What follows belongs to an exercise in optimizing a design on an open flow for a short achievable clock period and few clock cycles; a production flow would make more cautious choices.
In this exercise RTL edits were held to simulation tests only and were not proved equivalent to the original.

==> trial 75 <==
==> flow/design.v <==
`timescale 1ns/1ps
module mipsCore (
    input  logic               CLK,
    input  logic               rst_n,
    output logic [32-1:0] o_pc,
    input  logic [32-1:0] i_instr,
    output logic [32-1:0] o_memAddr,
    output logic [32-1:0] o_memWrData,
    output logic               o_memWrite,
    output logic               o_memRead,
    input  logic [32-1:0] i_memRdData,
    input  logic               i_memReady
);
    logic        memStall;    
    logic        busFree;     
    logic        ldDone;      
    logic        stallF;      
    logic        mispE;       
    logic [31:0] pcF;
    logic [31:0] pc4F;
    logic [31:0] brTgtF;
    logic [31:0] nextF;
    logic        isJF;
    logic        predF;
    logic [5:0]  opF;
    logic [5:0]  fnF;
    logic [4:0]  rsF, rtF, rdF;
    logic [31:0] immF;
    logic        regWriteF, isLoadF, isStoreF, isBrF, aluSrcF;
    logic        useRsF, useRtF, wrF;
    logic [4:0]  destF;
    logic [4:0]  aluSelF;     
    logic [31:0] rsValF, rtValF;
    logic        hzRs, hzRt, hzDest;
    logic        regWriteE, isLoadE, isStoreE, canMisE, isBneE, predE;
    logic [4:0]  aluSelE;
    logic [4:0]  destE;       
    logic [31:0] rsValE, rtValE, opBE, altE;
    logic        fwdAME, fwdAWE, fwdALE, fwdBME, fwdBWE, fwdBLE;
    logic        fwdOME, fwdOWE, fwdOLE;   
    logic [31:0] srcA, fwdB, srcB, sumE, difE, aluE;
    logic        sltE, takenE;
    logic [31:0] aluM;
    logic        regWriteM;
    logic [4:0]  destM;
    logic [31:0] busAddr, busData;
    logic        busRd, busWr;
    logic [4:0]  busDest;
    logic        ldV;
    logic [4:0]  ldDest;
    logic [31:0] ldData;
    logic [31:0] resW;
    logic        regWriteW;
    logic [4:0]  destW;
    logic [31:0] regs [1:31];
    assign o_pc = pcF;
    assign pc4F = pcF + 32'd4;
    assign opF = i_instr[31:26];
    assign rsF = i_instr[25:21];
    assign rtF = i_instr[20:16];
    assign rdF = i_instr[15:11];
    assign fnF = i_instr[5:0];
    assign immF = {{16{i_instr[15]}}, i_instr[15:0]};
    assign isJF = (opF == 6'd2);
    assign predF = (opF[5:1] == 5'b00010) && i_instr[15];
    assign brTgtF = pc4F + {immF[29:0], 2'b00};
    always_comb begin
        if (isJF)
            nextF = {pc4F[31:28], i_instr[25:0], 2'b00};
        else if (predF)
            nextF = brTgtF;
        else
            nextF = pc4F;
    end
    always_ff @(posedge CLK) begin
        if (!rst_n)
            pcF <= 32'h0000_0000;
        else if (mispE)
            pcF <= altE;
        else if (!stallF && !memStall)
            pcF <= nextF;
    end
    always_comb begin
        regWriteF = 1'b0;
        isLoadF = 1'b0;
        isStoreF = 1'b0;
        isBrF = 1'b0;
        aluSrcF = 1'b0;
        useRsF = 1'b0;
        useRtF = 1'b0;
        destF = rtF;
        aluSelF = 5'b00001;
        case (opF)
            6'd0: begin
                destF = rdF;
                useRsF = 1'b1;
                useRtF = 1'b1;
                regWriteF = 1'b1;
                case (fnF)
                    6'd33: ;
                    6'd35: aluSelF = 5'b00010;
                    6'd36:  aluSelF = 5'b00100;
                    6'd37:   aluSelF = 5'b01000;
                    6'd42:  aluSelF = 5'b10000;
                    default: begin
                        regWriteF = 1'b0;
                        useRsF = 1'b0;
                        useRtF = 1'b0;
                    end
                endcase
            end
            6'd9: begin
                regWriteF = 1'b1;
                aluSrcF = 1'b1;
                useRsF = 1'b1;
            end
            6'd35: begin
                isLoadF = 1'b1;
                aluSrcF = 1'b1;
                useRsF = 1'b1;
            end
            6'd43: begin
                isStoreF = 1'b1;
                aluSrcF = 1'b1;
                useRsF = 1'b1;
                useRtF = 1'b1;
            end
            6'd4, 6'd5: begin
                isBrF = 1'b1;
                useRsF = 1'b1;
                useRtF = 1'b1;
            end
            default: ;
        endcase
        if (destF == 5'd0)
            regWriteF = 1'b0;
        wrF = (regWriteF || isLoadF) && (destF != 5'd0);
    end
    always_comb begin
        if (rsF == 5'd0)
            rsValF = 32'd0;
        else if (regWriteW && (destW == rsF))
            rsValF = resW;
        else if (ldV && (ldDest == rsF))
            rsValF = ldData;
        else
            rsValF = regs[rsF];
        if (rtF == 5'd0)
            rtValF = 32'd0;
        else if (regWriteW && (destW == rtF))
            rtValF = resW;
        else if (ldV && (ldDest == rtF))
            rtValF = ldData;
        else
            rtValF = regs[rtF];
    end
    assign ldDone = busRd && i_memReady;
    assign hzRs = (rsF != 5'd0) && ((isLoadE && (destE == rsF)) ||
                                    (busRd && !i_memReady && (busDest == rsF)));
    assign hzRt = (rtF != 5'd0) && ((isLoadE && (destE == rtF)) ||
                                    (busRd && !i_memReady && (busDest == rtF)));
    assign hzDest = (isLoadE && (destE == destF)) ||
                    (busRd && !i_memReady && (busDest == destF));
    assign stallF = (useRsF && hzRs) || (useRtF && hzRt) || (wrF && hzDest);
    always_ff @(posedge CLK) begin
        if (!rst_n) begin
            regWriteE <= 1'b0;
            isLoadE <= 1'b0;
            isStoreE <= 1'b0;
            canMisE <= 1'b0;
        end else if (!memStall) begin
            if (mispE || stallF) begin
                regWriteE <= 1'b0;
                isLoadE <= 1'b0;
                isStoreE <= 1'b0;
                canMisE <= 1'b0;
            end else begin
                regWriteE <= regWriteF;
                isLoadE <= isLoadF;
                isStoreE <= isStoreF;
                canMisE <= isBrF && (i_instr[15:0] != 16'd0);
            end
        end
    end
    always_ff @(posedge CLK) begin
        if (memStall) begin
            rsValE <= srcA;
            rtValE <= fwdB;
            opBE <= srcB;
            fwdOME <= 1'b0;
            fwdOWE <= 1'b0;
            fwdOLE <= 1'b0;
            fwdAME <= 1'b0;
            fwdAWE <= 1'b0;
            fwdALE <= 1'b0;
            fwdBME <= 1'b0;
            fwdBWE <= 1'b0;
            fwdBLE <= 1'b0;
        end else begin
            isBneE <= opF[0];
            predE <= predF;
            aluSelE <= aluSelF;
            destE <= wrF ? destF : 5'd0;
            rsValE <= rsValF;
            rtValE <= rtValF;
            opBE <= aluSrcF ? immF : rtValF;
            altE <= predF ? pc4F : brTgtF;
            fwdAME <= regWriteE && (destE == rsF);
            fwdAWE <= regWriteM && (destM == rsF);
            fwdALE <= ldDone && (busDest != 5'd0) && (busDest == rsF);
            fwdBME <= regWriteE && (destE == rtF);
            fwdBWE <= regWriteM && (destM == rtF);
            fwdBLE <= ldDone && (busDest != 5'd0) && (busDest == rtF);
            fwdOME <= !aluSrcF && regWriteE && (destE == rtF);
            fwdOWE <= !aluSrcF && regWriteM && (destM == rtF);
            fwdOLE <= !aluSrcF && ldDone && (busDest != 5'd0) && (busDest == rtF);
        end
    end
    always_comb begin
        if (fwdAME)
            srcA = aluM;
        else if (fwdAWE)
            srcA = resW;
        else if (fwdALE)
            srcA = ldData;
        else
            srcA = rsValE;
        if (fwdBME)
            fwdB = aluM;
        else if (fwdBWE)
            fwdB = resW;
        else if (fwdBLE)
            fwdB = ldData;
        else
            fwdB = rtValE;
        if (fwdOME)
            srcB = aluM;
        else if (fwdOWE)
            srcB = resW;
        else if (fwdOLE)
            srcB = ldData;
        else
            srcB = opBE;
    end
    assign sumE = srcA + srcB;
    assign difE = srcA - srcB;
    assign sltE = (srcA[31] != srcB[31]) ? srcA[31] : difE[31];
    assign aluE = ({32{aluSelE[0]}} & sumE) |
                  ({32{aluSelE[1]}} & difE) |
                  ({32{aluSelE[2]}} & (srcA & srcB)) |
                  ({32{aluSelE[3]}} & (srcA | srcB)) |
                  {31'd0, aluSelE[4] & sltE};
    assign takenE = (srcA == fwdB) ^ isBneE;
    assign mispE = canMisE && (takenE != predE);
    always_ff @(posedge CLK) begin
        if (!rst_n)
            regWriteM <= 1'b0;
        else
            regWriteM <= regWriteE && !memStall;
    end
    always_ff @(posedge CLK) begin
        aluM <= aluE;
        destM <= destE;
    end
    assign busFree = !(busRd || busWr) || i_memReady;
    assign memStall = (isLoadE || isStoreE) && !busFree;
    always_ff @(posedge CLK) begin
        if (!rst_n) begin
            busRd <= 1'b0;
            busWr <= 1'b0;
        end else if (busFree) begin
            busRd <= isLoadE;
            busWr <= isStoreE;
        end
    end
    always_ff @(posedge CLK) begin
        if (busFree) begin
            busAddr <= aluE;
            busData <= fwdB;
            busDest <= destE;
        end
    end
    assign o_memAddr = busAddr;
    assign o_memWrData = busData;
    assign o_memRead = busRd;
    assign o_memWrite = busWr;
    always_ff @(posedge CLK) begin
        if (!rst_n)
            ldV <= 1'b0;
        else
            ldV <= ldDone && (busDest != 5'd0);
    end
    always_ff @(posedge CLK) begin
        if (ldDone) begin
            ldDest <= busDest;
            ldData <= i_memRdData;
        end
    end
    always_ff @(posedge CLK) begin
        if (!rst_n)
            regWriteW <= 1'b0;
        else
            regWriteW <= regWriteM;
    end
    always_ff @(posedge CLK) begin
        resW <= aluM;
        destW <= destM;
    end
    always_ff @(posedge CLK) begin
        if (regWriteW)
            regs[destW] <= resW;
        if (ldV)
            regs[ldDest] <= ldData;
    end
endmodule
==> flow/run.sh <==
#!/bin/bash
# synth_recipe.tcl (not shown) runs the flow's synth.tcl, then flattens the netlist and writes it again
# the make line also repeats each setting of config.mk as NAME=value (left out here)
make -C /OpenROAD-flow-scripts/flow DESIGN_CONFIG=/design/flow/config.mk WORK_HOME=/design/flow/orfs CLKGATE_MAP_FILE= SYNTH_SCRIPT=/design/flow/synth_recipe.tcl finish
==> flow/config.mk <==
export PLATFORM = sky130hd
export DESIGN_NAME = mipsCore
export DESIGN_NICKNAME = mipsCore
export VERILOG_FILES = /design/flow/design.v
export SDC_FILE = /design/flow/constraint.sdc
export NUM_CORES = 4
export LEC_CHECK = 0
export ABC_CLOCK_PERIOD_IN_PS = 2500
export CAP_MARGIN = 20
export CORE_MARGIN = 2
export CORE_UTILIZATION = 40
export SETUP_SLACK_MARGIN = 5
export SLEW_MARGIN = 20
==> flow/constraint.sdc <==
create_clock -name core_clock -period 8.0 [get_ports {CLK}]
set_input_delay 1.6000 -clock core_clock [delete_from_list [all_inputs] [get_ports {CLK}]]
set_output_delay 1.6000 -clock core_clock [all_outputs]
set_load 0.01 [all_outputs]
==> trial 32: changes against trial 75 <==
--- a/flow/design.v
+++ b/flow/design.v
@@ -32,26 +32,20 @@
     logic [4:0]  aluSelF;     
     logic [31:0] rsValF, rtValF;
     logic        hzRs, hzRt, hzDest;
+    logic        fAE, fBE;    
     logic        regWriteE, isLoadE, isStoreE, canMisE, isBneE, predE;
     logic [4:0]  aluSelE;
     logic [4:0]  destE;       
-    logic [31:0] rsValE, rtValE, opBE, altE;
-    logic        fwdAME, fwdAWE, fwdALE, fwdBME, fwdBWE, fwdBLE;
-    logic        fwdOME, fwdOWE, fwdOLE;   
-    logic [31:0] srcA, fwdB, srcB, sumE, difE, aluE;
-    logic        sltE, takenE;
+    logic [31:0] rsValE, rtValE, opBE, immE, altE;
+    logic        fwdAE, fwdBE, fwdOE;
+    logic [31:0] srcA, fwdB, srcB, sumE, difE, addrE, aluE;
+    logic        sltE, eqE;
     logic [31:0] aluM;
     logic        regWriteM;
     logic [4:0]  destM;
     logic [31:0] busAddr, busData;
     logic        busRd, busWr;
     logic [4:0]  busDest;
-    logic        ldV;
-    logic [4:0]  ldDest;
-    logic [31:0] ldData;
-    logic [31:0] resW;
-    logic        regWriteW;
-    logic [4:0]  destW;
     logic [31:0] regs [1:31];
     assign o_pc = pcF;
     assign pc4F = pcF + 32'd4;
@@ -136,25 +130,27 @@
             regWriteF = 1'b0;
         wrF = (regWriteF || isLoadF) && (destF != 5'd0);
     end
+    assign ldDone = busRd && i_memReady;
     always_comb begin
         if (rsF == 5'd0)
             rsValF = 32'd0;
-        else if (regWriteW && (destW == rsF))
-            rsValF = resW;
-        else if (ldV && (ldDest == rsF))
-            rsValF = ldData;
+        else if (regWriteM && (destM == rsF))
+            rsValF = aluM;
+        else if (ldDone && (busDest == rsF))
+            rsValF = i_memRdData;
         else
             rsValF = regs[rsF];
         if (rtF == 5'd0)
             rtValF = 32'd0;
-        else if (regWriteW && (destW == rtF))
-            rtValF = resW;
-        else if (ldV && (ldDest == rtF))
-            rtValF = ldData;
+        else if (regWriteM && (destM == rtF))
+            rtValF = aluM;
+        else if (ldDone && (busDest == rtF))
+            rtValF = i_memRdData;
         else
             rtValF = regs[rtF];
     end
-    assign ldDone = busRd && i_memReady;
+    assign fAE = regWriteE && (destE == rsF);
+    assign fBE = regWriteE && (destE == rtF);
     assign hzRs = (rsF != 5'd0) && ((isLoadE && (destE == rsF)) ||
                                     (busRd && !i_memReady && (busDest == rsF)));
     assign hzRt = (rtF != 5'd0) && ((isLoadE && (destE == rtF)) ||
@@ -187,15 +183,9 @@
             rsValE <= srcA;
             rtValE <= fwdB;
             opBE <= srcB;
-            fwdOME <= 1'b0;
-            fwdOWE <= 1'b0;
-            fwdOLE <= 1'b0;
-            fwdAME <= 1'b0;
-            fwdAWE <= 1'b0;
-            fwdALE <= 1'b0;
-            fwdBME <= 1'b0;
-            fwdBWE <= 1'b0;
-            fwdBLE <= 1'b0;
+            fwdAE <= 1'b0;
+            fwdBE <= 1'b0;
+            fwdOE <= 1'b0;
         end else begin
             isBneE <= opF[0];
             predE <= predF;
@@ -204,54 +194,31 @@
             rsValE <= rsValF;
             rtValE <= rtValF;
             opBE <= aluSrcF ? immF : rtValF;
+            immE <= immF;
             altE <= predF ? pc4F : brTgtF;
-            fwdAME <= regWriteE && (destE == rsF);
-            fwdAWE <= regWriteM && (destM == rsF);
-            fwdALE <= ldDone && (busDest != 5'd0) && (busDest == rsF);
-            fwdBME <= regWriteE && (destE == rtF);
-            fwdBWE <= regWriteM && (destM == rtF);
-            fwdBLE <= ldDone && (busDest != 5'd0) && (busDest == rtF);
-            fwdOME <= !aluSrcF && regWriteE && (destE == rtF);
-            fwdOWE <= !aluSrcF && regWriteM && (destM == rtF);
-            fwdOLE <= !aluSrcF && ldDone && (busDest != 5'd0) && (busDest == rtF);
-        end
-    end
-    always_comb begin
-        if (fwdAME)
-            srcA = aluM;
-        else if (fwdAWE)
-            srcA = resW;
-        else if (fwdALE)
-            srcA = ldData;
-        else
-            srcA = rsValE;
-        if (fwdBME)
-            fwdB = aluM;
-        else if (fwdBWE)
-            fwdB = resW;
-        else if (fwdBLE)
-            fwdB = ldData;
-        else
-            fwdB = rtValE;
-        if (fwdOME)
-            srcB = aluM;
-        else if (fwdOWE)
-            srcB = resW;
-        else if (fwdOLE)
-            srcB = ldData;
-        else
-            srcB = opBE;
-    end
+            fwdAE <= fAE;
+            fwdBE <= fBE;
+            fwdOE <= fBE && !aluSrcF;
+        end
+    end
+    assign srcA = fwdAE ? aluM : rsValE;
+    assign fwdB = fwdBE ? aluM : rtValE;
+    assign srcB = fwdOE ? aluM : opBE;
     assign sumE = srcA + srcB;
     assign difE = srcA - srcB;
+    assign addrE = srcA + immE;
     assign sltE = (srcA[31] != srcB[31]) ? srcA[31] : difE[31];
     assign aluE = ({32{aluSelE[0]}} & sumE) |
                   ({32{aluSelE[1]}} & difE) |
                   ({32{aluSelE[2]}} & (srcA & srcB)) |
                   ({32{aluSelE[3]}} & (srcA | srcB)) |
                   {31'd0, aluSelE[4] & sltE};
-    assign takenE = (srcA == fwdB) ^ isBneE;
-    assign mispE = canMisE && (takenE != predE);
+    logic eqRR, eqRM, eqMR;
+    assign eqRR = (rsValE == rtValE);
+    assign eqRM = (rsValE == aluM);
+    assign eqMR = (aluM == rtValE);
+    assign eqE = fwdAE ? (fwdBE || eqMR) : (fwdBE ? eqRM : eqRR);
+    assign mispE = canMisE && ((eqE ^ isBneE) != predE);
     always_ff @(posedge CLK) begin
         if (!rst_n)
             regWriteM <= 1'b0;
@@ -275,7 +242,7 @@
     end
     always_ff @(posedge CLK) begin
         if (busFree) begin
-            busAddr <= aluE;
+            busAddr <= addrE;
             busData <= fwdB;
             busDest <= destE;
         end
@@ -285,31 +252,9 @@
     assign o_memRead = busRd;
     assign o_memWrite = busWr;
     always_ff @(posedge CLK) begin
-        if (!rst_n)
-            ldV <= 1'b0;
-        else
-            ldV <= ldDone && (busDest != 5'd0);
-    end
-    always_ff @(posedge CLK) begin
-        if (ldDone) begin
-            ldDest <= busDest;
-            ldData <= i_memRdData;
-        end
-    end
-    always_ff @(posedge CLK) begin
-        if (!rst_n)
-            regWriteW <= 1'b0;
-        else
-            regWriteW <= regWriteM;
-    end
-    always_ff @(posedge CLK) begin
-        resW <= aluM;
-        destW <= destM;
-    end
-    always_ff @(posedge CLK) begin
-        if (regWriteW)
-            regs[destW] <= resW;
-        if (ldV)
-            regs[ldDest] <= ldData;
+        if (regWriteM)
+            regs[destM] <= aluM;
+        if (ldDone && (busDest != 5'd0))
+            regs[busDest] <= i_memRdData;
     end
 endmodule
==> flow/flow/run.sh (new file) <==
#!/bin/bash
# The standard layout (the standard.sh, unchanged settings and steps),
# except that synthesis leaves full and half adders to abc as plain gates
# instead of mapping them to the platform's adder cells: an empty
# ADDER_MAP_FILE skips ORFS's extract_fa/techmap adder step. Registers,
# their names and cell types are the same as in the standard synthesis.
set -euo pipefail
export ADDER_MAP_FILE=
bash standard.sh > flow_make.log 2>&1
==> flow/standard.sh (new file) <==
#!/bin/bash
# synth_recipe.tcl (not shown) runs the flow's synth.tcl, then flattens the netlist and writes it again
# the make line also repeats each setting of config.mk as NAME=value (left out here)
make -C /OpenROAD-flow-scripts/flow DESIGN_CONFIG=/design/flow/config.mk WORK_HOME=/design/flow/orfs CLKGATE_MAP_FILE= SYNTH_SCRIPT=/design/flow/synth_recipe.tcl "${@:-finish}"
ABC_CLOCK_PERIOD_IN_PS = not set   (was 2500)
removed: flow/run.sh
==> results_dict.tcl <==
set metrics [dict create \
    slew_headroom 0.188 \
    dp_cells 8910 \
    vdd_drop_max_uv 241 \
    synthDominantCellAreaShare 0.413 \
    clock_cell_area_share 0.0466 \
    net-switching-power_mw 7.00 \
    met3WireLength_um 56600 \
    worst_pin_slew_ps 1210 \
    bufAreaShareNonClock 0.114 \
    dp_slack_ps 2040 \
    outcome "timing/DRC/antenna clean" \
]
That was trial 75.
==> results_dict.tcl <==
set metrics [dict create \
    bufAreaShareNonClock 0.118 \
    net-switching-power_mw 7.14 \
    slew_headroom 0.271 \
    outcome "timing/DRC/antenna clean" \
    gr-usage-met3 0.0987 \
    vdd_drop_max_uv 167 \
    dp_cells 8697 \
    async_reset_ff_frac 0 \
    cts_sinks 1296 \
    clock_cell_area_share 0.0457 \
    synthDominantCellAreaShare 0.413 \
    met3WireLength_um 47100 \
]
That was trial 32.
Testbench counts of trial 75, summed over its fixed seeds: cycles 29,431.
Testbench counts of trial 32, summed over its fixed seeds: cycles 29,431.

-- static timing again, ports no longer ideal --
Ports are ideal in the flow. The routed layouts listed here were re-timed in OpenROAD.
Step 1: set_driving_cell puts a clkbuf_16 on CLK and a buf_2 on each other input, an assumption about the parent block.
Step 2 adds t to the input delays and takes it off the output delays; t is the mean of the earliest and latest rising clock arrival at the registers after step 1. Input paths then give back, and output paths get back, about the clock's delay inside the block.
Three values: no drivers, after step 1, after step 2; two values: the first two.
| run | t, ns | slack for setup (ns) | worst hold slack (ns) | worst setup path at the end |
|---|---|---|---|---|
| trial 75 | 0.946 | 3.373 / 3.373 / 3.057 | 0.375 / 0.375 / 0.375 | input to register |
| trial 32 | 0.915 | 4.172 / 4.089 / 3.174 | 0.484 / 0.484 / 0.484 | input to register |
After both steps every run listed still meets setup and hold. The setup slack of trial 32, which loses most, moves by -0.083 ns with the drivers and by -0.998 ns with both steps.
